What follows belongs to an exercise in optimizing a design on an open flow for small area and few clock cycles per item; a production flow would make more cautious choices.
In this exercise RTL edits were held to simulation tests only and were not proved equivalent to the original.
Power is estimated from default activity; no workload was simulated.

## flow/design.v (module list and top-level ports; edited modules follow where they fit)
// module scg_rom_fwd: 1178 lines
// module scg_rom_rev: 1178 lines
// module scg_front: 55 lines
// module scg_back: 883 lines
// module scg_booth: 16 lines
// module sine_cosine_generator: 133 lines
module sine_cosine_generator #(
  parameter int TABLE_BITS = 10,
  parameter int PHASE_BITS = 32
) (
  input  logic                                   clk,
  input  logic                                   rst,
  input  logic                                   item_valid,
  output logic                                   item_ready,
  input  logic                                   restart,
  output logic                                   result_valid,
  input  logic                                   result_ready,
  output logic signed [scg_pkg::SAMPLE_BITS-1:0] sine_value,
  output logic signed [scg_pkg::SAMPLE_BITS-1:0] cosine_value,
  output logic [scg_pkg::LENGTH_BITS-1:0]        sample_index,
  output logic                                   block_end,
  output logic                                   bad_frequency,
  input  logic                                   cfg_valid,
  output logic                                   cfg_ready,
  input  logic [scg_pkg::CFG_INDEX_BITS-1:0]     cfg_index,
  input  logic [scg_pkg::WORD_BITS-1:0]          cfg_data
);
  // ...
==> flow/run.sh <==
#!/bin/bash
# synth_recipe.tcl (not shown) runs the flow's synth.tcl, then flattens the netlist and writes it again
# the make line also repeats each setting of config.mk as NAME=value (left out here)
make -C /OpenROAD-flow-scripts/flow DESIGN_CONFIG=/design/flow/config.mk WORK_HOME=/design/flow/orfs CLKGATE_MAP_FILE= SYNTH_SCRIPT=/design/flow/synth_recipe.tcl finish
==> flow/config.mk <==
export PLATFORM = sky130hd
export DESIGN_NAME = sine_cosine_generator
export DESIGN_NICKNAME = sine_cosine_generator
export VERILOG_FILES = /design/flow/design.v
export SDC_FILE = /design/flow/constraint.sdc
export NUM_CORES = 4
export LEC_CHECK = 0
export CAP_MARGIN = 20
export CORE_MARGIN = 2
export CORE_UTILIZATION = 40
export PLACE_DENSITY = 0.6
export SLEW_MARGIN = 20
export SYNTH_MEMORY_MAX_BITS = 65536
==> flow/constraint.sdc <==
create_clock -name core_clock -period 7.0 [get_ports {clk}]
set_input_delay 1.4000 -clock core_clock [delete_from_list [all_inputs] [get_ports {clk}]]
set_output_delay 1.4000 -clock core_clock [all_outputs]
set_load 0.01 [all_outputs]
==> results.cfg, run 1 <==
[worst_setup_path]
crit_buf_inv = 4
cp-endpoint = sin_mag[14]$_DFFE_PP_
reg2reg_depth = 25
r2r_start = u_front.use_offset$_SDFF_PP1_

[yosys]
ys_types = 99
yosys_warnings = 5
synthTopCellsByCount = nand2_1, inv_1, a21oi_1, xnor2_1, nor2_1
synth_area_mm2 = 0.0366
syn_nets = 5252
synth_simple_gate_area_frac = 0.155
synth_top_family_by_area = adder cells
yosysTopAreaCell = fa_1
synth_top_cell_area_share = 0.133

[placed_design]
gp_congestion = 1.02
dpl_cell_area_mm2 = 0.0408
placement.io_buffers = 108

[outcome]
status = complete, no violations

[global_routing]
grt_start_max_net_pins = 90

[power_and_ir_drop]
cellInternalPower_mw = 7.96
p_leak_nw = 17.6
p_switching_mw = 7.61
largestPowerGroup = combinational logic
swShare = 0.489
powerClk_mw = 1.50

[floorplanning]
taps = 1176
num_io_pins = 110

[drt]
dr_wl_met2_um = 62200
num_vias = 35700
vias_per_cell = 5.92
drt-met1-wl_um = 57900
dr_wl_met3_um = 10700

[flow_run]
cap_violations = 0

[cts]
path_clk_slew_ns = 0.06

[worst_hold_path]
holdPathStages = 2

[timing]
finalClockSkew_ns = 0.0104
worst_slew_pin_slew_ns = 1.21

[finish]
dominant_cells = multi-input gates
Testbench counts, summed over its fixed seeds: cycles 12,996, items 12,800.
==> module scg_rom_fwd, before the edit <==
module scg_rom_fwd (
  input  logic [9:0]  idx,
  output logic [14:0] value
);
  logic [14:0]   base;
  logic [5:0]    slope;
  logic [2:0]    resid;
  logic [9:0]   ramp;
  always_comb begin
    case (idx[9:4])
      6'd0: base = 15'd0;
      6'd1: base = 15'd804;
      6'd2: base = 15'd1608;
      6'd3: base = 15'd2410;
      6'd4: base = 15'd3211;
      6'd5: base = 15'd4008;
      6'd6: base = 15'd4802;
      6'd7: base = 15'd5602;
      6'd8: base = 15'd6393;
      6'd9: base = 15'd7178;
      6'd10: base = 15'd7956;
      6'd11: base = 15'd8739;
      6'd12: base = 15'd9511;
      6'd13: base = 15'd10272;
      6'd14: base = 15'd11039;
      6'd15: base = 15'd11788;
      6'd16: base = 15'd12539;
      6'd17: base = 15'd13274;
      6'd18: base = 15'd14010;
      6'd19: base = 15'd14727;
      6'd20: base = 15'd15446;
      6'd21: base = 15'd16151;
      6'd22: base = 15'd16843;
      6'd23: base = 15'd17530;
      6'd24: base = 15'd18204;
      6'd25: base = 15'd18864;
      6'd26: base = 15'd19519;
      6'd27: base = 15'd20159;
      6'd28: base = 15'd20787;
      6'd29: base = 15'd21398;
      6'd30: base = 15'd22003;
      6'd31: base = 15'd22594;
      6'd32: base = 15'd23170;
      6'd33: base = 15'd23731;
      6'd34: base = 15'd24279;
      6'd35: base = 15'd24811;
      6'd36: base = 15'd25329;
      6'd37: base = 15'd25832;
      6'd38: base = 15'd26319;
      6'd39: base = 15'd26790;
      6'd40: base = 15'd27245;
      6'd41: base = 15'd27683;
      6'd42: base = 15'd28105;
      6'd43: base = 15'd28510;
      6'd44: base = 15'd28898;
      6'd45: base = 15'd29268;
      6'd46: base = 15'd29621;
      6'd47: base = 15'd29953;
      6'd48: base = 15'd30268;
      6'd49: base = 15'd30565;
      6'd50: base = 15'd30852;
      6'd51: base = 15'd31113;
      6'd52: base = 15'd31356;
      6'd53: base = 15'd31578;
      6'd54: base = 15'd31780;
      6'd55: base = 15'd31971;
      6'd56: base = 15'd32137;
      6'd57: base = 15'd32285;
      6'd58: base = 15'd32409;
      6'd59: base = 15'd32514;
      6'd60: base = 15'd32609;
      6'd61: base = 15'd32678;
      6'd62: base = 15'd32726;
      6'd63: base = 15'd32752;
      default: base = '0;
    endcase
  end
  always_comb begin
    case (idx[9:4])
      6'd0: slope = 6'd50;
      6'd1: slope = 6'd50;
      6'd2: slope = 6'd50;
      6'd3: slope = 6'd50;
      6'd4: slope = 6'd50;
      6'd5: slope = 6'd50;
      6'd6: slope = 6'd50;
      6'd7: slope = 6'd49;
      6'd8: slope = 6'd49;
      6'd9: slope = 6'd49;
      6'd10: slope = 6'd49;
      6'd11: slope = 6'd48;
      6'd12: slope = 6'd48;
      6'd13: slope = 6'd48;
      6'd14: slope = 6'd47;
      6'd15: slope = 6'd47;
      6'd16: slope = 6'd46;
      6'd17: slope = 6'd46;
      6'd18: slope = 6'd45;
      6'd19: slope = 6'd45;
      6'd20: slope = 6'd44;
      6'd21: slope = 6'd43;
      6'd22: slope = 6'd43;
      6'd23: slope = 6'd42;
      6'd24: slope = 6'd41;
      6'd25: slope = 6'd41;
      6'd26: slope = 6'd40;
      6'd27: slope = 6'd39;
      6'd28: slope = 6'd38;
      6'd29: slope = 6'd38;
      6'd30: slope = 6'd37;
      6'd31: slope = 6'd36;
      6'd32: slope = 6'd35;
      6'd33: slope = 6'd34;
      6'd34: slope = 6'd33;
      6'd35: slope = 6'd32;
      6'd36: slope = 6'd31;
      6'd37: slope = 6'd30;
      6'd38: slope = 6'd29;
      6'd39: slope = 6'd28;
      6'd40: slope = 6'd27;
      6'd41: slope = 6'd26;
      6'd42: slope = 6'd25;
      6'd43: slope = 6'd24;
      6'd44: slope = 6'd23;
      6'd45: slope = 6'd22;
      6'd46: slope = 6'd21;
      6'd47: slope = 6'd20;
      6'd48: slope = 6'd19;
      6'd49: slope = 6'd18;
      6'd50: slope = 6'd16;
      6'd51: slope = 6'd15;
      6'd52: slope = 6'd14;
      6'd53: slope = 6'd13;
      6'd54: slope = 6'd12;
      6'd55: slope = 6'd10;
      6'd56: slope = 6'd9;
      6'd57: slope = 6'd8;
      6'd58: slope = 6'd7;
      6'd59: slope = 6'd6;
      6'd60: slope = 6'd4;
      6'd61: slope = 6'd3;
      6'd62: slope = 6'd2;
      6'd63: slope = 6'd1;
      default: slope = '0;
    endcase
  end
  always_comb begin
    case (idx)
      10'd0: resid = 3'd0;
      10'd1: resid = 3'd0;
      10'd2: resid = 3'd1;
      10'd3: resid = 3'd1;
      10'd4: resid = 3'd1;
      10'd5: resid = 3'd1;
      10'd6: resid = 3'd2;
      10'd7: resid = 3'd2;
      10'd8: resid = 3'd2;
      10'd9: resid = 3'd2;
      10'd10: resid = 3'd3;
      10'd11: resid = 3'd3;
      10'd12: resid = 3'd3;
      10'd13: resid = 3'd3;
      10'd14: resid = 3'd4;
      10'd15: resid = 3'd4;
      10'd16: resid = 3'd0;
      10'd17: resid = 3'd0;
      10'd18: resid = 3'd1;
      10'd19: resid = 3'd1;
      10'd20: resid = 3'd1;
      10'd21: resid = 3'd1;
      10'd22: resid = 3'd2;
      10'd23: resid = 3'd2;
      10'd24: resid = 3'd2;
      10'd25: resid = 3'd2;
      10'd26: resid = 3'd3;
      10'd27: resid = 3'd3;
      10'd28: resid = 3'd3;
      10'd29: resid = 3'd3;
      10'd30: resid = 3'd3;
      10'd31: resid = 3'd4;
      10'd32: resid = 3'd0;
      10'd33: resid = 3'd0;
      10'd34: resid = 3'd0;
      10'd35: resid = 3'd0;
      10'd36: resid = 3'd1;
      10'd37: resid = 3'd1;
      10'd38: resid = 3'd1;
      10'd39: resid = 3'd1;
      10'd40: resid = 3'd1;
      10'd41: resid = 3'd1;
      10'd42: resid = 3'd2;
      10'd43: resid = 3'd2;
      10'd44: resid = 3'd2;
      10'd45: resid = 3'd2;
      10'd46: resid = 3'd2;
      10'd47: resid = 3'd2;
      10'd48: resid = 3'd0;
      10'd49: resid = 3'd1;
      10'd50: resid = 3'd1;
      10'd51: resid = 3'd1;
      10'd52: resid = 3'd1;
      10'd53: resid = 3'd1;
      10'd54: resid = 3'd1;
      10'd55: resid = 3'd1;
      10'd56: resid = 3'd1;
      10'd57: resid = 3'd1;
      10'd58: resid = 3'd1;
      10'd59: resid = 3'd2;
      10'd60: resid = 3'd2;
      10'd61: resid = 3'd2;
      10'd62: resid = 3'd2;
      10'd63: resid = 3'd2;
      10'd64: resid = 3'd1;
      10'd65: resid = 3'd1;
      10'd66: resid = 3'd1;
      10'd67: resid = 3'd1;
      10'd68: resid = 3'd1;
      10'd69: resid = 3'd1;
      10'd70: resid = 3'd1;
      10'd71: resid = 3'd1;
      10'd72: resid = 3'd1;
      10'd73: resid = 3'd1;
      10'd74: resid = 3'd1;
      10'd75: resid = 3'd0;
      10'd76: resid = 3'd0;
      10'd77: resid = 3'd0;
      10'd78: resid = 3'd0;
      10'd79: resid = 3'd0;
      10'd80: resid = 3'd3;
      10'd81: resid = 3'd3;
      10'd82: resid = 3'd3;
      10'd83: resid = 3'd3;
      10'd84: resid = 3'd2;
      10'd85: resid = 3'd2;
      10'd86: resid = 3'd2;
      10'd87: resid = 3'd2;
      10'd88: resid = 3'd2;
      10'd89: resid = 3'd2;
      10'd90: resid = 3'd1;
      10'd91: resid = 3'd1;
      10'd92: resid = 3'd1;
      10'd93: resid = 3'd1;
      10'd94: resid = 3'd0;
      10'd95: resid = 3'd0;
      10'd96: resid = 3'd6;
      10'd97: resid = 3'd6;
      10'd98: resid = 3'd5;
      10'd99: resid = 3'd5;
      10'd100: resid = 3'd5;
      10'd101: resid = 3'd4;
      10'd102: resid = 3'd4;
      10'd103: resid = 3'd4;
      10'd104: resid = 3'd3;
      10'd105: resid = 3'd3;
      10'd106: resid = 3'd3;
      10'd107: resid = 3'd2;
      10'd108: resid = 3'd2;
      10'd109: resid = 3'd1;
      10'd110: resid = 3'd1;
      10'd111: resid = 3'd0;
      10'd112: resid = 3'd0;
      10'd113: resid = 3'd0;
      10'd114: resid = 3'd1;
      10'd115: resid = 3'd1;
      10'd116: resid = 3'd2;
      10'd117: resid = 3'd2;
      10'd118: resid = 3'd3;
      10'd119: resid = 3'd3;
      10'd120: resid = 3'd4;
      10'd121: resid = 3'd4;
      10'd122: resid = 3'd4;
      10'd123: resid = 3'd5;
      10'd124: resid = 3'd5;
      10'd125: resid = 3'd6;
      10'd126: resid = 3'd6;
      10'd127: resid = 3'd6;
      10'd128: resid = 3'd0;
      10'd129: resid = 3'd0;
      10'd130: resid = 3'd0;
      10'd131: resid = 3'd0;
      10'd132: resid = 3'd1;
      10'd133: resid = 3'd1;
      10'd134: resid = 3'd1;
      10'd135: resid = 3'd1;
      10'd136: resid = 3'd1;
      10'd137: resid = 3'd2;
      10'd138: resid = 3'd2;
      10'd139: resid = 3'd2;
      10'd140: resid = 3'd2;
      10'd141: resid = 3'd2;
      10'd142: resid = 3'd2;
      10'd143: resid = 3'd2;
      10'd144: resid = 3'd1;
      10'd145: resid = 3'd1;
      10'd146: resid = 3'd1;
      10'd147: resid = 3'd1;
      10'd148: resid = 3'd1;
      10'd149: resid = 3'd1;
      10'd150: resid = 3'd1;
      10'd151: resid = 3'd1;
      10'd152: resid = 3'd1;
      10'd153: resid = 3'd1;
      10'd154: resid = 3'd1;
      10'd155: resid = 3'd1;
      10'd156: resid = 3'd1;
      10'd157: resid = 3'd0;
      10'd158: resid = 3'd0;
      10'd159: resid = 3'd0;
      10'd160: resid = 3'd6;
      10'd161: resid = 3'd5;
      10'd162: resid = 3'd5;
      10'd163: resid = 3'd5;
      10'd164: resid = 3'd5;
      10'd165: resid = 3'd4;
      10'd166: resid = 3'd4;
      10'd167: resid = 3'd4;
      10'd168: resid = 3'd3;
      10'd169: resid = 3'd3;
      10'd170: resid = 3'd2;
      10'd171: resid = 3'd2;
      10'd172: resid = 3'd1;
      10'd173: resid = 3'd1;
      10'd174: resid = 3'd0;
      10'd175: resid = 3'd0;
      10'd176: resid = 3'd0;
      10'd177: resid = 3'd1;
      10'd178: resid = 3'd1;
      10'd179: resid = 3'd2;
      10'd180: resid = 3'd2;
      10'd181: resid = 3'd2;
      10'd182: resid = 3'd3;
      10'd183: resid = 3'd3;
      10'd184: resid = 3'd3;
      10'd185: resid = 3'd4;
      10'd186: resid = 3'd4;
      10'd187: resid = 3'd4;
      10'd188: resid = 3'd4;
      10'd189: resid = 3'd4;
      10'd190: resid = 3'd5;
      10'd191: resid = 3'd5;
      10'd192: resid = 3'd1;
      10'd193: resid = 3'd1;
      10'd194: resid = 3'd1;
      10'd195: resid = 3'd1;
      10'd196: resid = 3'd1;
      10'd197: resid = 3'd1;
      10'd198: resid = 3'd1;
      10'd199: resid = 3'd1;
      10'd200: resid = 3'd1;
      10'd201: resid = 3'd1;
      10'd202: resid = 3'd1;
      10'd203: resid = 3'd0;
      10'd204: resid = 3'd0;
      10'd205: resid = 3'd0;
      10'd206: resid = 3'd0;
      10'd207: resid = 3'd0;
      10'd208: resid = 3'd6;
      10'd209: resid = 3'd6;
      10'd210: resid = 3'd6;
      10'd211: resid = 3'd5;
      10'd212: resid = 3'd5;
      10'd213: resid = 3'd5;
      10'd214: resid = 3'd4;
      10'd215: resid = 3'd4;
      10'd216: resid = 3'd3;
      10'd217: resid = 3'd3;
      10'd218: resid = 3'd2;
      10'd219: resid = 3'd2;
      10'd220: resid = 3'd1;
      10'd221: resid = 3'd1;
      10'd222: resid = 3'd0;
      10'd223: resid = 3'd0;
      10'd224: resid = 3'd0;
      10'd225: resid = 3'd0;
      10'd226: resid = 3'd0;
      10'd227: resid = 3'd1;
      10'd228: resid = 3'd1;
      10'd229: resid = 3'd1;
      10'd230: resid = 3'd1;
      10'd231: resid = 3'd2;
      10'd232: resid = 3'd2;
      10'd233: resid = 3'd2;
      10'd234: resid = 3'd2;
      10'd235: resid = 3'd2;
      10'd236: resid = 3'd2;
      10'd237: resid = 3'd2;
      10'd238: resid = 3'd2;
      10'd239: resid = 3'd2;
      10'd240: resid = 3'd5;
      10'd241: resid = 3'd5;
      10'd242: resid = 3'd4;
      10'd243: resid = 3'd4;
      10'd244: resid = 3'd4;
      10'd245: resid = 3'd4;
      10'd246: resid = 3'd4;
      10'd247: resid = 3'd3;
      10'd248: resid = 3'd3;
      10'd249: resid = 3'd3;
      10'd250: resid = 3'd2;
      10'd251: resid = 3'd2;
      10'd252: resid = 3'd1;
      10'd253: resid = 3'd1;
      10'd254: resid = 3'd0;
      10'd255: resid = 3'd0;
      10'd256: resid = 3'd0;
      10'd257: resid = 3'd1;
      10'd258: resid = 3'd1;
      10'd259: resid = 3'd2;
      10'd260: resid = 3'd2;
      10'd261: resid = 3'd2;
      10'd262: resid = 3'd2;
      10'd263: resid = 3'd3;
      10'd264: resid = 3'd3;
      10'd265: resid = 3'd3;
      10'd266: resid = 3'd3;
      10'd267: resid = 3'd3;
      10'd268: resid = 3'd3;
      10'd269: resid = 3'd4;
      10'd270: resid = 3'd4;
      10'd271: resid = 3'd4;
      10'd272: resid = 3'd5;
      10'd273: resid = 3'd4;
      10'd274: resid = 3'd4;
      10'd275: resid = 3'd4;
      10'd276: resid = 3'd4;
      10'd277: resid = 3'd4;
      10'd278: resid = 3'd4;
      10'd279: resid = 3'd3;
      10'd280: resid = 3'd3;
      10'd281: resid = 3'd3;
      10'd282: resid = 3'd2;
      10'd283: resid = 3'd2;
      10'd284: resid = 3'd2;
      10'd285: resid = 3'd1;
      10'd286: resid = 3'd1;
      10'd287: resid = 3'd0;
      10'd288: resid = 3'd0;
      10'd289: resid = 3'd0;
      10'd290: resid = 3'd1;
      10'd291: resid = 3'd1;
      10'd292: resid = 3'd1;
      10'd293: resid = 3'd1;
      10'd294: resid = 3'd2;
      10'd295: resid = 3'd2;
      10'd296: resid = 3'd2;
      10'd297: resid = 3'd2;
      10'd298: resid = 3'd2;
      10'd299: resid = 3'd2;
      10'd300: resid = 3'd3;
      10'd301: resid = 3'd3;
      10'd302: resid = 3'd3;
      10'd303: resid = 3'd3;
      10'd304: resid = 3'd5;
      10'd305: resid = 3'd5;
      10'd306: resid = 3'd5;
      10'd307: resid = 3'd5;
      10'd308: resid = 3'd5;
      10'd309: resid = 3'd4;
      10'd310: resid = 3'd4;
      10'd311: resid = 3'd4;
      10'd312: resid = 3'd3;
      10'd313: resid = 3'd3;
      10'd314: resid = 3'd3;
      10'd315: resid = 3'd2;
      10'd316: resid = 3'd2;
      10'd317: resid = 3'd1;
      10'd318: resid = 3'd1;
      10'd319: resid = 3'd0;
      10'd320: resid = 3'd0;
      10'd321: resid = 3'd1;
      10'd322: resid = 3'd1;
      10'd323: resid = 3'd1;
      10'd324: resid = 3'd1;
      10'd325: resid = 3'd1;
      10'd326: resid = 3'd2;
      10'd327: resid = 3'd2;
      10'd328: resid = 3'd2;
      10'd329: resid = 3'd2;
      10'd330: resid = 3'd2;
      10'd331: resid = 3'd2;
      10'd332: resid = 3'd2;
      10'd333: resid = 3'd1;
      10'd334: resid = 3'd1;
      10'd335: resid = 3'd1;
      10'd336: resid = 3'd0;
      10'd337: resid = 3'd1;
      10'd338: resid = 3'd1;
      10'd339: resid = 3'd2;
      10'd340: resid = 3'd2;
      10'd341: resid = 3'd3;
      10'd342: resid = 3'd4;
      10'd343: resid = 3'd4;
      10'd344: resid = 3'd4;
      10'd345: resid = 3'd5;
      10'd346: resid = 3'd5;
      10'd347: resid = 3'd6;
      10'd348: resid = 3'd6;
      10'd349: resid = 3'd6;
      10'd350: resid = 3'd6;
      10'd351: resid = 3'd6;
      10'd352: resid = 3'd3;
      10'd353: resid = 3'd3;
      10'd354: resid = 3'd3;
      10'd355: resid = 3'd3;
      10'd356: resid = 3'd3;
      10'd357: resid = 3'd3;
      10'd358: resid = 3'd3;
      10'd359: resid = 3'd2;
      10'd360: resid = 3'd2;
      10'd361: resid = 3'd2;
      10'd362: resid = 3'd2;
      10'd363: resid = 3'd1;
      10'd364: resid = 3'd1;
      10'd365: resid = 3'd1;
      10'd366: resid = 3'd0;
      10'd367: resid = 3'd0;
      10'd368: resid = 3'd0;
      10'd369: resid = 3'd1;
      10'd370: resid = 3'd1;
      10'd371: resid = 3'd1;
      10'd372: resid = 3'd2;
      10'd373: resid = 3'd2;
      10'd374: resid = 3'd2;
      10'd375: resid = 3'd3;
      10'd376: resid = 3'd3;
      10'd377: resid = 3'd3;
      10'd378: resid = 3'd3;
      10'd379: resid = 3'd3;
      10'd380: resid = 3'd3;
      10'd381: resid = 3'd3;
      10'd382: resid = 3'd3;
      10'd383: resid = 3'd3;
      10'd384: resid = 3'd0;
      10'd385: resid = 3'd1;
      10'd386: resid = 3'd2;
      10'd387: resid = 3'd3;
      10'd388: resid = 3'd3;
      10'd389: resid = 3'd4;
      10'd390: resid = 3'd4;
      10'd391: resid = 3'd5;
      10'd392: resid = 3'd5;
      10'd393: resid = 3'd6;
      10'd394: resid = 3'd6;
      10'd395: resid = 3'd6;
      10'd396: resid = 3'd7;
      10'd397: resid = 3'd7;
      10'd398: resid = 3'd7;
      10'd399: resid = 3'd7;
      10'd400: resid = 3'd4;
      10'd401: resid = 3'd4;
      10'd402: resid = 3'd4;
      10'd403: resid = 3'd4;
      10'd404: resid = 3'd4;
      10'd405: resid = 3'd3;
      10'd406: resid = 3'd3;
      10'd407: resid = 3'd3;
      10'd408: resid = 3'd3;
      10'd409: resid = 3'd3;
      10'd410: resid = 3'd2;
      10'd411: resid = 3'd2;
      10'd412: resid = 3'd1;
      10'd413: resid = 3'd1;
      10'd414: resid = 3'd0;
      10'd415: resid = 3'd0;
      10'd416: resid = 3'd0;
      10'd417: resid = 3'd1;
      10'd418: resid = 3'd1;
      10'd419: resid = 3'd1;
      10'd420: resid = 3'd1;
      10'd421: resid = 3'd2;
      10'd422: resid = 3'd2;
      10'd423: resid = 3'd2;
      10'd424: resid = 3'd2;
      10'd425: resid = 3'd2;
      10'd426: resid = 3'd2;
      10'd427: resid = 3'd2;
      10'd428: resid = 3'd1;
      10'd429: resid = 3'd1;
      10'd430: resid = 3'd1;
      10'd431: resid = 3'd1;
      10'd432: resid = 3'd0;
      10'd433: resid = 3'd1;
      10'd434: resid = 3'd1;
      10'd435: resid = 3'd2;
      10'd436: resid = 3'd2;
      10'd437: resid = 3'd3;
      10'd438: resid = 3'd3;
      10'd439: resid = 3'd4;
      10'd440: resid = 3'd4;
      10'd441: resid = 3'd4;
      10'd442: resid = 3'd4;
      10'd443: resid = 3'd4;
      10'd444: resid = 3'd4;
      10'd445: resid = 3'd4;
      10'd446: resid = 3'd4;
      10'd447: resid = 3'd4;
      10'd448: resid = 3'd0;
      10'd449: resid = 3'd1;
      10'd450: resid = 3'd2;
      10'd451: resid = 3'd3;
      10'd452: resid = 3'd3;
      10'd453: resid = 3'd4;
      10'd454: resid = 3'd4;
      10'd455: resid = 3'd5;
      10'd456: resid = 3'd5;
      10'd457: resid = 3'd6;
      10'd458: resid = 3'd6;
      10'd459: resid = 3'd7;
      10'd460: resid = 3'd7;
      10'd461: resid = 3'd7;
      10'd462: resid = 3'd7;
      10'd463: resid = 3'd7;
      10'd464: resid = 3'd5;
      10'd465: resid = 3'd5;
      10'd466: resid = 3'd5;
      10'd467: resid = 3'd4;
      10'd468: resid = 3'd4;
      10'd469: resid = 3'd4;
      10'd470: resid = 3'd4;
      10'd471: resid = 3'd4;
      10'd472: resid = 3'd3;
      10'd473: resid = 3'd3;
      10'd474: resid = 3'd3;
      10'd475: resid = 3'd2;
      10'd476: resid = 3'd2;
      10'd477: resid = 3'd1;
      10'd478: resid = 3'd0;
      10'd479: resid = 3'd0;
      10'd480: resid = 3'd2;
      10'd481: resid = 3'd2;
      10'd482: resid = 3'd2;
      10'd483: resid = 3'd2;
      10'd484: resid = 3'd3;
      10'd485: resid = 3'd3;
      10'd486: resid = 3'd2;
      10'd487: resid = 3'd2;
      10'd488: resid = 3'd2;
      10'd489: resid = 3'd2;
      10'd490: resid = 3'd2;
      10'd491: resid = 3'd1;
      10'd492: resid = 3'd1;
      10'd493: resid = 3'd1;
      10'd494: resid = 3'd0;
      10'd495: resid = 3'd0;
      10'd496: resid = 3'd0;
      10'd497: resid = 3'd1;
      10'd498: resid = 3'd1;
      10'd499: resid = 3'd1;
      10'd500: resid = 3'd1;
      10'd501: resid = 3'd2;
      10'd502: resid = 3'd2;
      10'd503: resid = 3'd2;
      10'd504: resid = 3'd2;
      10'd505: resid = 3'd2;
      10'd506: resid = 3'd2;
      10'd507: resid = 3'd1;
      10'd508: resid = 3'd1;
      10'd509: resid = 3'd1;
      10'd510: resid = 3'd1;
      10'd511: resid = 3'd0;
      10'd512: resid = 3'd0;
      10'd513: resid = 3'd0;
      10'd514: resid = 3'd1;
      10'd515: resid = 3'd1;
      10'd516: resid = 3'd1;
      10'd517: resid = 3'd2;
      10'd518: resid = 3'd2;
      10'd519: resid = 3'd2;
      10'd520: resid = 3'd2;
      10'd521: resid = 3'd2;
      10'd522: resid = 3'd2;
      10'd523: resid = 3'd2;
      10'd524: resid = 3'd2;
      10'd525: resid = 3'd2;
      10'd526: resid = 3'd2;
      10'd527: resid = 3'd2;
      10'd528: resid = 3'd0;
      10'd529: resid = 3'd1;
      10'd530: resid = 3'd2;
      10'd531: resid = 3'd2;
      10'd532: resid = 3'd3;
      10'd533: resid = 3'd3;
      10'd534: resid = 3'd3;
      10'd535: resid = 3'd4;
      10'd536: resid = 3'd4;
      10'd537: resid = 3'd4;
      10'd538: resid = 3'd4;
      10'd539: resid = 3'd4;
      10'd540: resid = 3'd4;
      10'd541: resid = 3'd4;
      10'd542: resid = 3'd4;
      10'd543: resid = 3'd4;
      10'd544: resid = 3'd0;
      10'd545: resid = 3'd0;
      10'd546: resid = 3'd1;
      10'd547: resid = 3'd2;
      10'd548: resid = 3'd2;
      10'd549: resid = 3'd3;
      10'd550: resid = 3'd3;
      10'd551: resid = 3'd4;
      10'd552: resid = 3'd4;
      10'd553: resid = 3'd4;
      10'd554: resid = 3'd4;
      10'd555: resid = 3'd5;
      10'd556: resid = 3'd5;
      10'd557: resid = 3'd5;
      10'd558: resid = 3'd5;
      10'd559: resid = 3'd5;
      10'd560: resid = 3'd0;
      10'd561: resid = 3'd1;
      10'd562: resid = 3'd2;
      10'd563: resid = 3'd3;
      10'd564: resid = 3'd3;
      10'd565: resid = 3'd4;
      10'd566: resid = 3'd4;
      10'd567: resid = 3'd5;
      10'd568: resid = 3'd5;
      10'd569: resid = 3'd6;
      10'd570: resid = 3'd6;
      10'd571: resid = 3'd6;
      10'd572: resid = 3'd6;
      10'd573: resid = 3'd6;
      10'd574: resid = 3'd6;
      10'd575: resid = 3'd6;
      10'd576: resid = 3'd0;
      10'd577: resid = 3'd1;
      10'd578: resid = 3'd2;
      10'd579: resid = 3'd3;
      10'd580: resid = 3'd3;
      10'd581: resid = 3'd4;
      10'd582: resid = 3'd4;
      10'd583: resid = 3'd5;
      10'd584: resid = 3'd5;
      10'd585: resid = 3'd6;
      10'd586: resid = 3'd6;
      10'd587: resid = 3'd6;
      10'd588: resid = 3'd7;
      10'd589: resid = 3'd7;
      10'd590: resid = 3'd7;
      10'd591: resid = 3'd7;
      10'd592: resid = 3'd0;
      10'd593: resid = 3'd1;
      10'd594: resid = 3'd1;
      10'd595: resid = 3'd2;
      10'd596: resid = 3'd3;
      10'd597: resid = 3'd4;
      10'd598: resid = 3'd4;
      10'd599: resid = 3'd5;
      10'd600: resid = 3'd5;
      10'd601: resid = 3'd6;
      10'd602: resid = 3'd6;
      10'd603: resid = 3'd6;
      10'd604: resid = 3'd6;
      10'd605: resid = 3'd7;
      10'd606: resid = 3'd7;
      10'd607: resid = 3'd7;
      10'd608: resid = 3'd0;
      10'd609: resid = 3'd1;
      10'd610: resid = 3'd1;
      10'd611: resid = 3'd2;
      10'd612: resid = 3'd3;
      10'd613: resid = 3'd4;
      10'd614: resid = 3'd4;
      10'd615: resid = 3'd5;
      10'd616: resid = 3'd5;
      10'd617: resid = 3'd6;
      10'd618: resid = 3'd6;
      10'd619: resid = 3'd6;
      10'd620: resid = 3'd7;
      10'd621: resid = 3'd7;
      10'd622: resid = 3'd7;
      10'd623: resid = 3'd7;
      10'd624: resid = 3'd0;
      10'd625: resid = 3'd1;
      10'd626: resid = 3'd2;
      10'd627: resid = 3'd2;
      10'd628: resid = 3'd3;
      10'd629: resid = 3'd4;
      10'd630: resid = 3'd4;
      10'd631: resid = 3'd5;
      10'd632: resid = 3'd5;
      10'd633: resid = 3'd6;
      10'd634: resid = 3'd6;
      10'd635: resid = 3'd6;
      10'd636: resid = 3'd7;
      10'd637: resid = 3'd7;
      10'd638: resid = 3'd7;
      10'd639: resid = 3'd7;
      10'd640: resid = 3'd0;
      10'd641: resid = 3'd1;
      10'd642: resid = 3'd1;
      10'd643: resid = 3'd2;
      10'd644: resid = 3'd3;
      10'd645: resid = 3'd4;
      10'd646: resid = 3'd4;
      10'd647: resid = 3'd5;
      10'd648: resid = 3'd5;
      10'd649: resid = 3'd5;
      10'd650: resid = 3'd6;
      10'd651: resid = 3'd6;
      10'd652: resid = 3'd6;
      10'd653: resid = 3'd6;
      10'd654: resid = 3'd6;
      10'd655: resid = 3'd6;
      10'd656: resid = 3'd0;
      10'd657: resid = 3'd1;
      10'd658: resid = 3'd2;
      10'd659: resid = 3'd3;
      10'd660: resid = 3'd3;
      10'd661: resid = 3'd4;
      10'd662: resid = 3'd4;
      10'd663: resid = 3'd5;
      10'd664: resid = 3'd5;
      10'd665: resid = 3'd6;
      10'd666: resid = 3'd6;
      10'd667: resid = 3'd6;
      10'd668: resid = 3'd6;
      10'd669: resid = 3'd6;
      10'd670: resid = 3'd6;
      10'd671: resid = 3'd6;
      10'd672: resid = 3'd0;
      10'd673: resid = 3'd1;
      10'd674: resid = 3'd2;
      10'd675: resid = 3'd2;
      10'd676: resid = 3'd3;
      10'd677: resid = 3'd4;
      10'd678: resid = 3'd4;
      10'd679: resid = 3'd4;
      10'd680: resid = 3'd5;
      10'd681: resid = 3'd5;
      10'd682: resid = 3'd5;
      10'd683: resid = 3'd5;
      10'd684: resid = 3'd6;
      10'd685: resid = 3'd6;
      10'd686: resid = 3'd5;
      10'd687: resid = 3'd5;
      10'd688: resid = 3'd0;
      10'd689: resid = 3'd1;
      10'd690: resid = 3'd2;
      10'd691: resid = 3'd2;
      10'd692: resid = 3'd3;
      10'd693: resid = 3'd3;
      10'd694: resid = 3'd4;
      10'd695: resid = 3'd4;
      10'd696: resid = 3'd4;
      10'd697: resid = 3'd4;
      10'd698: resid = 3'd5;
      10'd699: resid = 3'd5;
      10'd700: resid = 3'd5;
      10'd701: resid = 3'd5;
      10'd702: resid = 3'd4;
      10'd703: resid = 3'd4;
      10'd704: resid = 3'd0;
      10'd705: resid = 3'd1;
      10'd706: resid = 3'd1;
      10'd707: resid = 3'd2;
      10'd708: resid = 3'd2;
      10'd709: resid = 3'd3;
      10'd710: resid = 3'd3;
      10'd711: resid = 3'd3;
      10'd712: resid = 3'd3;
      10'd713: resid = 3'd3;
      10'd714: resid = 3'd3;
      10'd715: resid = 3'd3;
      10'd716: resid = 3'd3;
      10'd717: resid = 3'd3;
      10'd718: resid = 3'd3;
      10'd719: resid = 3'd3;
      10'd720: resid = 3'd0;
      10'd721: resid = 3'd1;
      10'd722: resid = 3'd1;
      10'd723: resid = 3'd2;
      10'd724: resid = 3'd2;
      10'd725: resid = 3'd2;
      10'd726: resid = 3'd3;
      10'd727: resid = 3'd3;
      10'd728: resid = 3'd3;
      10'd729: resid = 3'd3;
      10'd730: resid = 3'd3;
      10'd731: resid = 3'd3;
      10'd732: resid = 3'd2;
      10'd733: resid = 3'd2;
      10'd734: resid = 3'd2;
      10'd735: resid = 3'd1;
      10'd736: resid = 3'd0;
      10'd737: resid = 3'd0;
      10'd738: resid = 3'd1;
      10'd739: resid = 3'd1;
      10'd740: resid = 3'd1;
      10'd741: resid = 3'd2;
      10'd742: resid = 3'd2;
      10'd743: resid = 3'd2;
      10'd744: resid = 3'd2;
      10'd745: resid = 3'd2;
      10'd746: resid = 3'd1;
      10'd747: resid = 3'd1;
      10'd748: resid = 3'd1;
      10'd749: resid = 3'd0;
      10'd750: resid = 3'd0;
      10'd751: resid = 3'd0;
      10'd752: resid = 3'd3;
      10'd753: resid = 3'd3;
      10'd754: resid = 3'd4;
      10'd755: resid = 3'd4;
      10'd756: resid = 3'd4;
      10'd757: resid = 3'd4;
      10'd758: resid = 3'd4;
      10'd759: resid = 3'd4;
      10'd760: resid = 3'd4;
      10'd761: resid = 3'd3;
      10'd762: resid = 3'd3;
      10'd763: resid = 3'd3;
      10'd764: resid = 3'd2;
      10'd765: resid = 3'd2;
      10'd766: resid = 3'd1;
      10'd767: resid = 3'd0;
      10'd768: resid = 3'd5;
      10'd769: resid = 3'd5;
      10'd770: resid = 3'd5;
      10'd771: resid = 3'd5;
      10'd772: resid = 3'd5;
      10'd773: resid = 3'd5;
      10'd774: resid = 3'd5;
      10'd775: resid = 3'd5;
      10'd776: resid = 3'd4;
      10'd777: resid = 3'd4;
      10'd778: resid = 3'd4;
      10'd779: resid = 3'd3;
      10'd780: resid = 3'd2;
      10'd781: resid = 3'd2;
      10'd782: resid = 3'd1;
      10'd783: resid = 3'd0;
      10'd784: resid = 3'd6;
      10'd785: resid = 3'd6;
      10'd786: resid = 3'd6;
      10'd787: resid = 3'd6;
      10'd788: resid = 3'd6;
      10'd789: resid = 3'd6;
      10'd790: resid = 3'd6;
      10'd791: resid = 3'd5;
      10'd792: resid = 3'd5;
      10'd793: resid = 3'd4;
      10'd794: resid = 3'd4;
      10'd795: resid = 3'd3;
      10'd796: resid = 3'd2;
      10'd797: resid = 3'd1;
      10'd798: resid = 3'd1;
      10'd799: resid = 3'd0;
      10'd800: resid = 3'd0;
      10'd801: resid = 3'd0;
      10'd802: resid = 3'd1;
      10'd803: resid = 3'd2;
      10'd804: resid = 3'd3;
      10'd805: resid = 3'd3;
      10'd806: resid = 3'd4;
      10'd807: resid = 3'd4;
      10'd808: resid = 3'd5;
      10'd809: resid = 3'd5;
      10'd810: resid = 3'd5;
      10'd811: resid = 3'd5;
      10'd812: resid = 3'd6;
      10'd813: resid = 3'd6;
      10'd814: resid = 3'd6;
      10'd815: resid = 3'd5;
      10'd816: resid = 3'd0;
      10'd817: resid = 3'd1;
      10'd818: resid = 3'd2;
      10'd819: resid = 3'd2;
      10'd820: resid = 3'd3;
      10'd821: resid = 3'd3;
      10'd822: resid = 3'd3;
      10'd823: resid = 3'd4;
      10'd824: resid = 3'd4;
      10'd825: resid = 3'd4;
      10'd826: resid = 3'd4;
      10'd827: resid = 3'd4;
      10'd828: resid = 3'd4;
      10'd829: resid = 3'd4;
      10'd830: resid = 3'd4;
      10'd831: resid = 3'd3;
      10'd832: resid = 3'd0;
      10'd833: resid = 3'd1;
      10'd834: resid = 3'd1;
      10'd835: resid = 3'd2;
      10'd836: resid = 3'd2;
      10'd837: resid = 3'd2;
      10'd838: resid = 3'd2;
      10'd839: resid = 3'd2;
      10'd840: resid = 3'd2;
      10'd841: resid = 3'd2;
      10'd842: resid = 3'd2;
      10'd843: resid = 3'd2;
      10'd844: resid = 3'd2;
      10'd845: resid = 3'd1;
      10'd846: resid = 3'd1;
      10'd847: resid = 3'd1;
      10'd848: resid = 3'd2;
      10'd849: resid = 3'd2;
      10'd850: resid = 3'd3;
      10'd851: resid = 3'd3;
      10'd852: resid = 3'd3;
      10'd853: resid = 3'd3;
      10'd854: resid = 3'd3;
      10'd855: resid = 3'd3;
      10'd856: resid = 3'd3;
      10'd857: resid = 3'd3;
      10'd858: resid = 3'd2;
      10'd859: resid = 3'd2;
      10'd860: resid = 3'd2;
      10'd861: resid = 3'd1;
      10'd862: resid = 3'd0;
      10'd863: resid = 3'd0;
      10'd864: resid = 3'd5;
      10'd865: resid = 3'd5;
      10'd866: resid = 3'd5;
      10'd867: resid = 3'd5;
      10'd868: resid = 3'd5;
      10'd869: resid = 3'd5;
      10'd870: resid = 3'd5;
      10'd871: resid = 3'd5;
      10'd872: resid = 3'd4;
      10'd873: resid = 3'd4;
      10'd874: resid = 3'd3;
      10'd875: resid = 3'd3;
      10'd876: resid = 3'd2;
      10'd877: resid = 3'd1;
      10'd878: resid = 3'd1;
      10'd879: resid = 3'd0;
      10'd880: resid = 3'd0;
      10'd881: resid = 3'd1;
      10'd882: resid = 3'd2;
      10'd883: resid = 3'd3;
      10'd884: resid = 3'd3;
      10'd885: resid = 3'd4;
      10'd886: resid = 3'd5;
      10'd887: resid = 3'd5;
      10'd888: resid = 3'd6;
      10'd889: resid = 3'd6;
      10'd890: resid = 3'd6;
      10'd891: resid = 3'd6;
      10'd892: resid = 3'd7;
      10'd893: resid = 3'd7;
      10'd894: resid = 3'd7;
      10'd895: resid = 3'd7;
      10'd896: resid = 3'd0;
      10'd897: resid = 3'd1;
      10'd898: resid = 3'd2;
      10'd899: resid = 3'd2;
      10'd900: resid = 3'd3;
      10'd901: resid = 3'd3;
      10'd902: resid = 3'd4;
      10'd903: resid = 3'd4;
      10'd904: resid = 3'd4;
      10'd905: resid = 3'd5;
      10'd906: resid = 3'd5;
      10'd907: resid = 3'd5;
      10'd908: resid = 3'd5;
      10'd909: resid = 3'd4;
      10'd910: resid = 3'd4;
      10'd911: resid = 3'd4;
      10'd912: resid = 3'd0;
      10'd913: resid = 3'd0;
      10'd914: resid = 3'd1;
      10'd915: resid = 3'd1;
      10'd916: resid = 3'd1;
      10'd917: resid = 3'd2;
      10'd918: resid = 3'd2;
      10'd919: resid = 3'd2;
      10'd920: resid = 3'd2;
      10'd921: resid = 3'd2;
      10'd922: resid = 3'd2;
      10'd923: resid = 3'd2;
      10'd924: resid = 3'd1;
      10'd925: resid = 3'd1;
      10'd926: resid = 3'd0;
      10'd927: resid = 3'd0;
      10'd928: resid = 3'd3;
      10'd929: resid = 3'd4;
      10'd930: resid = 3'd4;
      10'd931: resid = 3'd4;
      10'd932: resid = 3'd4;
      10'd933: resid = 3'd4;
      10'd934: resid = 3'd4;
      10'd935: resid = 3'd4;
      10'd936: resid = 3'd4;
      10'd937: resid = 3'd4;
      10'd938: resid = 3'd3;
      10'd939: resid = 3'd3;
      10'd940: resid = 3'd2;
      10'd941: resid = 3'd2;
      10'd942: resid = 3'd1;
      10'd943: resid = 3'd0;
      10'd944: resid = 3'd7;
      10'd945: resid = 3'd7;
      10'd946: resid = 3'd7;
      10'd947: resid = 3'd7;
      10'd948: resid = 3'd7;
      10'd949: resid = 3'd6;
      10'd950: resid = 3'd6;
      10'd951: resid = 3'd6;
      10'd952: resid = 3'd5;
      10'd953: resid = 3'd5;
      10'd954: resid = 3'd4;
      10'd955: resid = 3'd4;
      10'd956: resid = 3'd3;
      10'd957: resid = 3'd2;
      10'd958: resid = 3'd1;
      10'd959: resid = 3'd0;
      10'd960: resid = 3'd0;
      10'd961: resid = 3'd1;
      10'd962: resid = 3'd2;
      10'd963: resid = 3'd3;
      10'd964: resid = 3'd3;
      10'd965: resid = 3'd4;
      10'd966: resid = 3'd4;
      10'd967: resid = 3'd5;
      10'd968: resid = 3'd5;
      10'd969: resid = 3'd5;
      10'd970: resid = 3'd6;
      10'd971: resid = 3'd6;
      10'd972: resid = 3'd6;
      10'd973: resid = 3'd6;
      10'd974: resid = 3'd6;
      10'd975: resid = 3'd5;
      10'd976: resid = 3'd0;
      10'd977: resid = 3'd1;
      10'd978: resid = 3'd1;
      10'd979: resid = 3'd2;
      10'd980: resid = 3'd2;
      10'd981: resid = 3'd3;
      10'd982: resid = 3'd3;
      10'd983: resid = 3'd3;
      10'd984: resid = 3'd3;
      10'd985: resid = 3'd3;
      10'd986: resid = 3'd3;
      10'd987: resid = 3'd3;
      10'd988: resid = 3'd3;
      10'd989: resid = 3'd3;
      10'd990: resid = 3'd2;
      10'd991: resid = 3'd2;
      10'd992: resid = 3'd2;
      10'd993: resid = 3'd2;
      10'd994: resid = 3'd2;
      10'd995: resid = 3'd3;
      10'd996: resid = 3'd3;
      10'd997: resid = 3'd3;
      10'd998: resid = 3'd3;
      10'd999: resid = 3'd3;
      10'd1000: resid = 3'd3;
      10'd1001: resid = 3'd3;
      10'd1002: resid = 3'd2;
      10'd1003: resid = 3'd2;
      10'd1004: resid = 3'd2;
      10'd1005: resid = 3'd1;
      10'd1006: resid = 3'd1;
      10'd1007: resid = 3'd0;
      10'd1008: resid = 3'd5;
      10'd1009: resid = 3'd5;
      10'd1010: resid = 3'd5;
      10'd1011: resid = 3'd5;
      10'd1012: resid = 3'd5;
      10'd1013: resid = 3'd5;
      10'd1014: resid = 3'd5;
      10'd1015: resid = 3'd5;
      10'd1016: resid = 3'd5;
      10'd1017: resid = 3'd4;
      10'd1018: resid = 3'd4;
      10'd1019: resid = 3'd3;
      10'd1020: resid = 3'd2;
      10'd1021: resid = 3'd2;
      10'd1022: resid = 3'd1;
      10'd1023: resid = 3'd0;
      default: resid = '0;
    endcase
  end
  assign ramp  = slope * idx[3:0];
  assign value = base + 15'(ramp) + 15'(resid);
endmodule
==> module scg_front, before the edit <==
module scg_front (
  input  logic                              clk,
  input  logic                              rst,
  input  logic                              item_valid,
  input  logic                              take,
  input  logic                              restart,
  input  scg_pkg::cfg_t                     cfg,
  output logic                              block,
  output logic [11:0]                       phase,
  output logic [scg_pkg::LENGTH_BITS-1:0]   index,
  output logic                              last
);
  localparam int LB = scg_pkg::LENGTH_BITS;
  logic [31:0]   phase_acc;
  logic          pending;
  logic          pending_next;
  logic          use_offset;
  logic          at_start;
  logic          start;
  logic [LB-1:0] cnt;
  logic [LB:0]   cnt_inc;
  logic [LB-1:0] len;
  logic [31:0]   ph;
  logic          next_last;
  always_comb begin
    at_start  = last || (&index);
    start     = restart || at_start;
    block     = restart && !at_start && !pending;
    cnt       = start ? '0 : index + LB'(1);
    ph        = use_offset ? cfg.phase_offset : phase_acc;
    len       = (cfg.block_length == '0) ? LB'(1) : cfg.block_length;
    cnt_inc   = {1'b0, cnt} + (LB+1)'(1);
    next_last = (cnt_inc >= {1'b0, len});
  end
  assign phase = ph[31:20];
  assign pending_next = item_valid && restart && !take;
  always_ff @(posedge clk) begin
    if (rst) begin
      phase_acc  <= '0;
      last       <= 1'b1;
      pending    <= 1'b0;
      use_offset <= 1'b1;
    end else begin
      pending    <= pending_next;
      use_offset <= pending_next || (take ? (next_last || (&cnt)) : at_start);
      if (take) begin
        phase_acc <= ph + cfg.frequency_word;
        last      <= next_last;
      end
    end
  end
  always_ff @(posedge clk) begin
    if (take) index <= cnt;
  end
endmodule
==> module sine_cosine_generator, before the edit <==
module sine_cosine_generator #(
  parameter int TABLE_BITS = 10,
  parameter int PHASE_BITS = 32
) (
  input  logic                                   clk,
  input  logic                                   rst,
  input  logic                                   item_valid,
  output logic                                   item_ready,
  input  logic                                   restart,
  output logic                                   result_valid,
  input  logic                                   result_ready,
  output logic signed [scg_pkg::SAMPLE_BITS-1:0] sine_value,
  output logic signed [scg_pkg::SAMPLE_BITS-1:0] cosine_value,
  output logic [scg_pkg::LENGTH_BITS-1:0]        sample_index,
  output logic                                   block_end,
  output logic                                   bad_frequency,
  input  logic                                   cfg_valid,
  output logic                                   cfg_ready,
  input  logic [scg_pkg::CFG_INDEX_BITS-1:0]     cfg_index,
  input  logic [scg_pkg::WORD_BITS-1:0]          cfg_data
);
  scg_pkg::cfg_t cfg;
  logic          take;
  logic          hold;
  logic          s1_valid;
  logic          s2_load;
  logic [scg_pkg::LENGTH_BITS-1:0] s1_index;
  logic          s1_last;
  logic [11:0]   phase;
  logic [14:0]   fwd_mag;
  logic [14:0]   rev_mag;
  logic [14:0]   sin_mag;
  logic [14:0]   cos_mag;
  logic          sin_neg;
  logic          cos_neg;
  logic [8:0]    amp_one;
  logic [8:0]    amp_two;
  logic [8:0]    amp_neg;
  logic [19:0]   sin_out;
  logic [19:0]   cos_out;
  assign cfg_ready = 1'b1;
  always_ff @(posedge clk) begin
    if (rst) begin
      cfg.frequency_word <= '0;
      cfg.phase_offset   <= '0;
      cfg.amplitude      <= scg_pkg::AMP_RESET;
      cfg.block_length   <= scg_pkg::LENGTH_RESET;
      cfg.complex_mode   <= 1'b0;
    end else if (cfg_valid && cfg_ready) begin
      case (cfg_index)
        scg_pkg::REG_FREQUENCY:    cfg.frequency_word <= cfg_data;
        scg_pkg::REG_PHASE_OFFSET: cfg.phase_offset   <= cfg_data;
        scg_pkg::REG_AMPLITUDE:    cfg.amplitude      <= cfg_data[scg_pkg::AMP_BITS-1:0];
        scg_pkg::REG_BLOCK_LENGTH: cfg.block_length   <= cfg_data[scg_pkg::LENGTH_BITS-1:0];
        scg_pkg::REG_COMPLEX_MODE: cfg.complex_mode   <= cfg_data[0];
        default: ;
      endcase
    end
  end
  assign s2_load    = !result_valid || result_ready;
  assign item_ready = (!s1_valid || s2_load) && !hold;
  assign take       = item_valid && item_ready;
  always_ff @(posedge clk) begin
    if (rst) begin
      s1_valid     <= 1'b0;
      result_valid <= 1'b0;
    end else begin
      s1_valid     <= take || (s1_valid && !s2_load);
      if (s2_load) result_valid <= s1_valid;
    end
  end
  scg_front u_front (
    .clk        (clk),
    .rst        (rst),
    .item_valid (item_valid),
    .take       (take),
    .restart    (restart),
    .cfg        (cfg),
    .block      (hold),
    .phase      (phase),
    .index      (s1_index),
    .last       (s1_last)
  );
  scg_rom_fwd u_fwd (
    .idx   (phase[9:0]),
    .value (fwd_mag)
  );
  scg_rom_rev u_rev (
    .idx   (phase[9:0]),
    .value (rev_mag)
  );
  always_ff @(posedge clk) begin
    if (take) begin
      sin_mag <= phase[10] ? rev_mag : fwd_mag;
      cos_mag <= phase[10] ? fwd_mag : rev_mag;
      sin_neg <= phase[11];
      cos_neg <= phase[11] ^ phase[10];
    end
  end
  assign bad_frequency = (cfg.frequency_word == '0);
  scg_booth u_booth (
    .amp  (cfg.amplitude),
    .one  (amp_one),
    .two  (amp_two),
    .bneg (amp_neg)
  );
  scg_back u_sin (
    .t     (sin_mag),
    .one   (amp_one),
    .two   (amp_two),
    .bneg  (amp_neg),
    .neg   (sin_neg),
    .zero  (bad_frequency),
    .value (sin_out)
  );
  scg_back u_cos (
    .t     (cos_mag),
    .one   (amp_one),
    .two   (amp_two),
    .bneg  (amp_neg),
    .neg   (cos_neg),
    .zero  (bad_frequency || !cfg.complex_mode),
    .value (cos_out)
  );
  always_ff @(posedge clk) begin
    if (s2_load && s1_valid) begin
      sine_value   <= $signed(sin_out);
      cosine_value <= $signed(cos_out);
      sample_index <= s1_index;
      block_end    <= s1_last;
    end
  end
endmodule
==> run 2, diff against run 1 <==
--- a/flow/design.v
+++ b/flow/design.v
@@ -64,16 +64,17 @@
 endpackage
 module scg_rom_fwd (
   input  logic [9:0]  idx,
   output logic [14:0] value
 );
   logic [14:0]   base;
   logic [5:0]    slope;
   logic [2:0]    resid;
+  logic [3:0]    off;
   logic [9:0]   ramp;
   always_comb begin
     case (idx[9:4])
       6'd0: base = 15'd0;
       6'd1: base = 15'd804;
       6'd2: base = 15'd1608;
       6'd3: base = 15'd2410;
       6'd4: base = 15'd3211;
@@ -1232,93 +1233,95 @@
       10'd1019: resid = 3'd3;
       10'd1020: resid = 3'd2;
       10'd1021: resid = 3'd2;
       10'd1022: resid = 3'd1;
       10'd1023: resid = 3'd0;
       default: resid = '0;
     endcase
   end
-  assign ramp  = slope * idx[3:0];
+  assign off   = idx[3:0];
+  assign ramp  = slope * off;
   assign value = base + 15'(ramp) + 15'(resid);
 endmodule
 module scg_rom_rev (
   input  logic [9:0]  idx,
   output logic [14:0] value
 );
   logic [14:0]   base;
   logic [5:0]    slope;
   logic [2:0]    resid;
+  logic [3:0]    off;
   logic [9:0]   ramp;
   always_comb begin
     case (idx[9:4])
-      6'd0: base = 15'd32767;
-      6'd1: base = 15'd32757;
-      6'd2: base = 15'd32727;
-      6'd3: base = 15'd32674;
-      6'd4: base = 15'd32602;
-      6'd5: base = 15'd32521;
-      6'd6: base = 15'd32412;
-      6'd7: base = 15'd32282;
-      6'd8: base = 15'd32132;
-      6'd9: base = 15'd31971;
-      6'd10: base = 15'd31785;
-      6'd11: base = 15'd31580;
-      6'd12: base = 15'd31354;
-      6'd13: base = 15'd31108;
-      6'd14: base = 15'd30852;
-      6'd15: base = 15'd30571;
-      6'd16: base = 15'd30273;
-      6'd17: base = 15'd29956;
-      6'd18: base = 15'd29621;
-      6'd19: base = 15'd29267;
-      6'd20: base = 15'd28895;
-      6'd21: base = 15'd28506;
-      6'd22: base = 15'd28100;
-      6'd23: base = 15'd27678;
-      6'd24: base = 15'd27239;
-      6'd25: base = 15'd26784;
-      6'd26: base = 15'd26313;
-      6'd27: base = 15'd25826;
-      6'd28: base = 15'd25324;
-      6'd29: base = 15'd24807;
-      6'd30: base = 15'd24276;
-      6'd31: base = 15'd23730;
-      6'd32: base = 15'd23170;
-      6'd33: base = 15'd22594;
-      6'd34: base = 15'd22005;
-      6'd35: base = 15'd21396;
-      6'd36: base = 15'd20784;
-      6'd37: base = 15'd20159;
-      6'd38: base = 15'd19519;
-      6'd39: base = 15'd18861;
-      6'd40: base = 15'd18203;
-      6'd41: base = 15'd17530;
-      6'd42: base = 15'd16840;
-      6'd43: base = 15'd16151;
-      6'd44: base = 15'd15446;
-      6'd45: base = 15'd14730;
-      6'd46: base = 15'd14010;
-      6'd47: base = 15'd13276;
-      6'd48: base = 15'd12539;
-      6'd49: base = 15'd11791;
-      6'd50: base = 15'd11039;
-      6'd51: base = 15'd10278;
-      6'd52: base = 15'd9508;
-      6'd53: base = 15'd8739;
-      6'd54: base = 15'd7962;
-      6'd55: base = 15'd7177;
-      6'd56: base = 15'd6386;
-      6'd57: base = 15'd5602;
-      6'd58: base = 15'd4808;
-      6'd59: base = 15'd4011;
-      6'd60: base = 15'd3211;
-      6'd61: base = 15'd2408;
-      6'd62: base = 15'd1604;
-      6'd63: base = 15'd800;
+      6'd0: base = 15'd32752;
+      6'd1: base = 15'd32727;
+      6'd2: base = 15'd32682;
+      6'd3: base = 15'd32614;
+      6'd4: base = 15'd32527;
+      6'd5: base = 15'd32416;
+      6'd6: base = 15'd32292;
+      6'd7: base = 15'd32147;
+      6'd8: base = 15'd31982;
+      6'd9: base = 15'd31791;
+      6'd10: base = 15'd31590;
+      6'd11: base = 15'd31370;
+      6'd12: base = 15'd31129;
+      6'd13: base = 15'd30868;
+      6'd14: base = 15'd30582;
+      6'd15: base = 15'd30286;
+      6'd16: base = 15'd29973;
+      6'd17: base = 15'd29641;
+      6'd18: base = 15'd29291;
+      6'd19: base = 15'd28922;
+      6'd20: base = 15'd28535;
+      6'd21: base = 15'd28131;
+      6'd22: base = 15'd27710;
+      6'd23: base = 15'd27273;
+      6'd24: base = 15'd26819;
+      6'd25: base = 15'd26349;
+      6'd26: base = 15'd25863;
+      6'd27: base = 15'd25361;
+      6'd28: base = 15'd24844;
+      6'd29: base = 15'd24312;
+      6'd30: base = 15'd23766;
+      6'd31: base = 15'd23205;
+      6'd32: base = 15'd22630;
+      6'd33: base = 15'd22039;
+      6'd34: base = 15'd21435;
+      6'd35: base = 15'd20826;
+      6'd36: base = 15'd20199;
+      6'd37: base = 15'd19559;
+      6'd38: base = 15'd18904;
+      6'd39: base = 15'd18246;
+      6'd40: base = 15'd17573;
+      6'd41: base = 15'd16885;
+      6'd42: base = 15'd16195;
+      6'd43: base = 15'd15491;
+      6'd44: base = 15'd14771;
+      6'd45: base = 15'd14055;
+      6'd46: base = 15'd13320;
+      6'd47: base = 15'd12586;
+      6'd48: base = 15'd11834;
+      6'd49: base = 15'd11086;
+      6'd50: base = 15'd10319;
+      6'd51: base = 15'd9558;
+      6'd52: base = 15'd8788;
+      6'd53: base = 15'd8004;
+      6'd54: base = 15'd7227;
+      6'd55: base = 15'd6442;
+      6'd56: base = 15'd5651;
+      6'd57: base = 15'd4852;
+      6'd58: base = 15'd4058;
+      6'd59: base = 15'd3261;
+      6'd60: base = 15'd2461;
+      6'd61: base = 15'd1658;
+      6'd62: base = 15'd854;
+      6'd63: base = 15'd50;
       default: base = '0;
     endcase
   end
   always_comb begin
     case (idx[9:4])
       6'd0: slope = 6'd1;
       6'd1: slope = 6'd2;
       6'd2: slope = 6'd3;
@@ -2410,18 +2413,19 @@
       10'd1019: resid = 3'd1;
       10'd1020: resid = 3'd1;
       10'd1021: resid = 3'd1;
       10'd1022: resid = 3'd1;
       10'd1023: resid = 3'd0;
       default: resid = '0;
     endcase
   end
-  assign ramp  = slope * idx[3:0];
-  assign value = base - 15'(ramp) + 15'(resid);
+  assign off   = ~idx[3:0];
+  assign ramp  = slope * off;
+  assign value = base + 15'(ramp) + 15'(resid);
 endmodule
 module scg_front (
   input  logic                              clk,
   input  logic                              rst,
   input  logic                              item_valid,
   input  logic                              take,
   input  logic                              restart,
   input  scg_pkg::cfg_t                     cfg,
@@ -2433,41 +2437,47 @@
   localparam int LB = scg_pkg::LENGTH_BITS;
   logic [31:0]   phase_acc;
   logic          pending;
   logic          pending_next;
   logic          use_offset;
   logic          at_start;
   logic          start;
   logic [LB-1:0] cnt;
+  logic [LB-1:0] cnt_up;
   logic [LB:0]   cnt_inc;
-  logic [LB-1:0] len;
+  logic          last_up;
+  logic          last_new;
+  logic          wrap;
   logic [31:0]   ph;
   logic          next_last;
   always_comb begin
     at_start  = last || (&index);
     start     = restart || at_start;
     block     = restart && !at_start && !pending;
-    cnt       = start ? '0 : index + LB'(1);
     ph        = use_offset ? cfg.phase_offset : phase_acc;
-    len       = (cfg.block_length == '0) ? LB'(1) : cfg.block_length;
-    cnt_inc   = {1'b0, cnt} + (LB+1)'(1);
-    next_last = (cnt_inc >= {1'b0, len});
+    cnt_up    = index + LB'(1);
+    cnt_inc   = {1'b0, cnt_up} + (LB+1)'(1);
+    last_up   = (cnt_inc >= {1'b0, cfg.block_length}) || (cfg.block_length == '0);
+    last_new  = (cfg.block_length[LB-1:1] == '0);
+    wrap      = &cnt_up;
+    cnt       = start ? '0 : cnt_up;
+    next_last = start ? last_new : last_up;
   end
   assign phase = ph[31:20];
   assign pending_next = item_valid && restart && !take;
   always_ff @(posedge clk) begin
     if (rst) begin
       phase_acc  <= '0;
       last       <= 1'b1;
       pending    <= 1'b0;
       use_offset <= 1'b1;
     end else begin
       pending    <= pending_next;
-      use_offset <= pending_next || (take ? (next_last || (&cnt)) : at_start);
+      use_offset <= pending_next || (take ? (next_last || (!start && wrap)) : at_start);
       if (take) begin
         phase_acc <= ph + cfg.frequency_word;
         last      <= next_last;
       end
     end
   end
   always_ff @(posedge clk) begin
     if (take) index <= cnt;
@@ -3398,16 +3408,19 @@
   logic          hold;
   logic          s1_valid;
   logic          s2_load;
   logic [scg_pkg::LENGTH_BITS-1:0] s1_index;
   logic          s1_last;
   logic [11:0]   phase;
   logic [14:0]   fwd_mag;
   logic [14:0]   rev_mag;
+  logic [14:0]   s1_fwd;
+  logic [14:0]   s1_rev;
+  logic [1:0]    s1_quad;
   logic [14:0]   sin_mag;
   logic [14:0]   cos_mag;
   logic          sin_neg;
   logic          cos_neg;
   logic [8:0]    amp_one;
   logic [8:0]    amp_two;
   logic [8:0]    amp_neg;
   logic [19:0]   sin_out;
@@ -3460,22 +3473,25 @@
     .value (fwd_mag)
   );
   scg_rom_rev u_rev (
     .idx   (phase[9:0]),
     .value (rev_mag)
   );
   always_ff @(posedge clk) begin
     if (take) begin
-      sin_mag <= phase[10] ? rev_mag : fwd_mag;
-      cos_mag <= phase[10] ? fwd_mag : rev_mag;
-      sin_neg <= phase[11];
-      cos_neg <= phase[11] ^ phase[10];
+      s1_fwd  <= fwd_mag;
+      s1_rev  <= rev_mag;
+      s1_quad <= phase[11:10];
     end
   end
+  assign sin_mag = s1_quad[0] ? s1_rev : s1_fwd;
+  assign cos_mag = s1_quad[0] ? s1_fwd : s1_rev;
+  assign sin_neg = s1_quad[1];
+  assign cos_neg = s1_quad[1] ^ s1_quad[0];
   assign bad_frequency = (cfg.frequency_word == '0);
   scg_booth u_booth (
     .amp  (cfg.amplitude),
     .one  (amp_one),
     .two  (amp_two),
     .bneg (amp_neg)
   );
   scg_back u_sin (
==> flow/flow/run.sh (new file) <==
#!/bin/bash
# Own flow: the standard layout, with the synthesis's final technology
# mapping run by a different ABC script (flow/abc.script). Everything before
# that mapping is the standard synthesis, so the registers (names and cell
# types) are the standard synthesis's; this is checked against a standard
# synthesis run, and the standard netlist is used if they differ.
set -euo pipefail
work=$PWD
res=$work/orfs/results/${FLOW_PLATFORM}/sine_cosine_generator/base

# Standard synthesis, kept apart for the register check.
bash standard.sh WORK_HOME=$work/orfs_std synth > synth_standard.log 2>&1
std=$work/orfs_std/results/${FLOW_PLATFORM}/sine_cosine_generator/base/1_2_yosys.v

# The same synthesis with another ABC script.
rm -rf $work/abc_scripts
cp -r "$FLOW_HOME/scripts" $work/abc_scripts
cp flow/abc.script $work/abc_scripts/abc_speed.script
cp flow/abc.script $work/abc_scripts/abc_area.script
bash standard.sh SCRIPTS_DIR=$work/abc_scripts synth > synth_custom.log 2>&1

flops() {
  grep -oE '^\s*sky130_fd_sc_hd__[a-z0-9_]+\s+\S+' "$1" | awk '{print $1, $2}' \
    | grep -E '__(dfxtp|edfxtp|dfrtp|dfstp|dfbbp|dfrbp|dfsbp|dfxbp|edfrtp|sdf|dlx|dlr|sdlc|dfrtn|edfrbp)' | sort
}
flops "$std" > flops_standard.txt
flops "$res/1_2_yosys.v" > flops_custom.txt
if ! cmp -s flops_standard.txt flops_custom.txt; then
  echo "register mismatch: using the standard synthesis" | tee register_check.log
  rm -rf $work/orfs
  bash standard.sh synth > synth_fallback.log 2>&1
else
  echo "registers match ($(wc -l < flops_custom.txt))" | tee register_check.log
fi

bash standard.sh finish > finish.log 2>&1
==> flow/flow/abc.script (new file) <==
strash
&get -n
&fraig -x
&put
scorr
dc2
strash
&get -n
&dch -f
&nf
&put
==> flow/standard.sh (new file) <==
#!/bin/bash
# synth_recipe.tcl (not shown) runs the flow's synth.tcl, then flattens the netlist and writes it again
# the make line also repeats each setting of config.mk as NAME=value (left out here)
make -C /OpenROAD-flow-scripts/flow DESIGN_CONFIG=/design/flow/config.mk WORK_HOME=/design/flow/orfs CLKGATE_MAP_FILE= SYNTH_SCRIPT=/design/flow/synth_recipe.tcl "${@:-finish}"
removed: flow/run.sh
==> run 2 against run 1 <==
Against the previous run:
- core utilization is 2.1 points higher
- die area is 13% lower
- final cell count is 11% lower
- flip-flop and latch count stayed put
- hold slack better by 0.0042 ns
- clock-buffer cell count is 11 higher
- largest power group unchanged
- critical path depth is 4 higher
- non-clock buffer count is 72 lower
- synthesized cell count is 18% lower
- largest cell class unchanged
- first-iteration DRC count is 18% lower
- critical path type unchanged
- via count is 11% lower
- design area is 8.8% lower
==> results.cfg, run 2 <==
[worst_setup_path]
worstPathArrival_ns = 6.98
critPathMaxFanout = 15
worstSetupPathType = register to register
worstPathRequired_ns = 7.26
cp_common_cell = a21oi_1
start_kind = register

[finish]
layout.nets = 4847
drive_above_1_share = 0.101
reg.largest.list = cfg (105), u_front.phase_acc (32)
layout_commonest_cell = clkinv_1
largest-register = cfg
finish.utilization = 0.484
diodes = 0

[drt]
drc_errors = 0
final_antenna_net_count = 0
num_vias = 31700
drt_iter0_markers = 3213
vias_per_cell = 5.91
totalWireLength_um = 122000
post_drt_wl_per_cell_um = 22.7

[yosys]
ys_types = 60
seq_area_frac_synth = 0.204
synth_seq_cells = 263
synth_area_leaders = fa_1, edfxtp_1, ha_1
synth_area_mm2 = 0.0318
yosys_warnings = 5
async_flop_share = 0
syn_area_per_cell_um2 = 8.23
synthTopCellsByCount = clkinv_1, nand2_1, nor2_1, a21oi_1, xnor2_1
yosysTopAreaCell = fa_1
synth_flop_cell = dfxtp_1
syn_nets = 4414
synth_top_cell_area_share = 0.152

[cts]
path_clk_slew_ns = 0.06
clkSinkCount = 263
root_buffer = clkbuf_16
clk_latency_ns = 0.57
ctsHoldBuffers = 0

[floorplanning]
dieArea_mm2 = 0.0818
num_rows = 103
die_w_um = 286
num_io_pins = 110
start_util = 0.403

[power_and_ir_drop]
cellInternalPower_mw = 9.77
combPwrFrac = 0.799
p_switching_mw = 9.79
seqPwrFrac = 0.112
p_leak_nw = 14.4
ir_drop_uv = 757
clockPowerShare = 0.090
swShare = 0.500
power_density_mw_per_mm2 = 512

[global_routing]
grt_pass1_vias = 31200
grt_start_max_net_pins = 78
grt_pass1_wl_um = 188000
grt_usage = 0.293

[placed_design]
dp_slack_ns = 0.0688
gp_congestion = 1.05
dp_hpwl_um = 90800
placement.io_buffers = 108

[outcome]
status = complete, no violations

[flow_run]
cap_violations = 0

[timing]
fmax_mhz = 149
period_needed_ns = 6.72
hold_ws_ns = 0.454
finalClockSkew_ns = 0.0418
final_hold_viol_count = 0
setup_viol = 0
fin_crit_sh = 0.960
slew_viol_final = 0
worst_slew_pin_slew_ns = 1.03
==> run 2: cell count changes in the layout (fill, tap and decap cells not counted), sizes merged, moves of 73 or more <==
cell	delta
inv	-548
clkinv	+446
o22ai	+223
a22oi	-201
nand2	-186
nor2	+79
buf	-73
==> run 2: worst max-delay path: cells and delay by family, from the launching register on <==
kind	cells	cell delay [ns]
buffers and inverters	6	0.86
and+or+nand+nor	3	0.84
DFF	1	0.39
adders and majority gates	6	2.26
xor gates and xnor gates	1	0.11
muxes	1	0.21
AOI/OAI and AO/OA	12	1.76
==> run 2: area by class of cell <==
cell class	count	area, µm²
Fill cell	7900	40700
Multi-Input combinational cell	3148	24100
Sequential cell	263	6480
Timing Repair Buffer	397	3440
Inverter	451	1720
Tap cell	1050	1310
Clock buffer	48	1000
Clock inverter	13	120
Timing Repair inverter	1	5.00
==> run 2: kinds of logic after synthesis <==
family	Yosys count	share of synthesized area
other	1	0.000118
adders and majority gates	510	0.258
AOI/OAI and AO/OA	1150	0.220
and+or+nand+nor	1040	0.139
muxes	65	0.0214
buffers and inverters	452	0.0535
DFF	263	0.204
xor gates and xnor gates	382	0.105
==> run 2: path summary, 6_finish.rpt <==
check | startpoint | end | slack [ns] | cells past startpoint
worst max-delay path | u_front.use_offset$_SDFF_PP1_ | s1_rev[14]$_DFFE_PP_ | 0.28 | 29
worst min-delay path | cfg[71]$_SDFFE_PP0P_ | cfg[71]$_SDFFE_PP0P_ | 0.45 | 2
worst max register to register | u_front.use_offset$_SDFF_PP1_ | s1_rev[14]$_DFFE_PP_ | 0.28 | 29
worst min register to register | cfg[71]$_SDFFE_PP0P_ | cfg[71]$_SDFFE_PP0P_ | 0.45 | 2
==> run 2: what timing repair did <==
item,4_1_cts,5_1_grt
buffers inserted,0,5
resized for setup,0,36
setup endpoints to repair,0,17
==> run 2: per-stage QoR <==
step,TNS (ns),cells,area [µm²],power [mW]
finish,0,5371,38200,19.6
CTS,0,5364,38000,19.7
floorplan,-3.17,3863,32100,14.2
global route,-0.0611,5371,38200,21.9
detailed placement,0,5303,36900,17.8
global placement,0,5303,36900,17.6
==> run 2: power groups by stage <==
stage / logic (mW) / registers [mW] / clock network [mW]
3_5_place_dp: 15.6 / 2.21 / 0
2_1_floorplan: 12.0 / 2.25 / 0
6_report: 15.6 / 2.19 / 1.76
4_1_cts: 15.7 / 2.18 / 1.81
5_1_grt: 17.8 / 2.20 / 1.86
3_3_place_gp: 15.4 / 2.21 / 0
==> run 2: layer usage <==
layer / global-route usage / routed length, µm / vias up
met1: 0.389 / 50600 / 15100
met4: 0.145 / 6970 / 0
met3: 0.0418 / 9320 / 423
met5: 0 / 0 / -
met2: 0.466 / 54800 / 1625
li1: - / - / 14600
Testbench counts of run 2, summed over its fixed seeds: cycles 12,996, items 12,800.
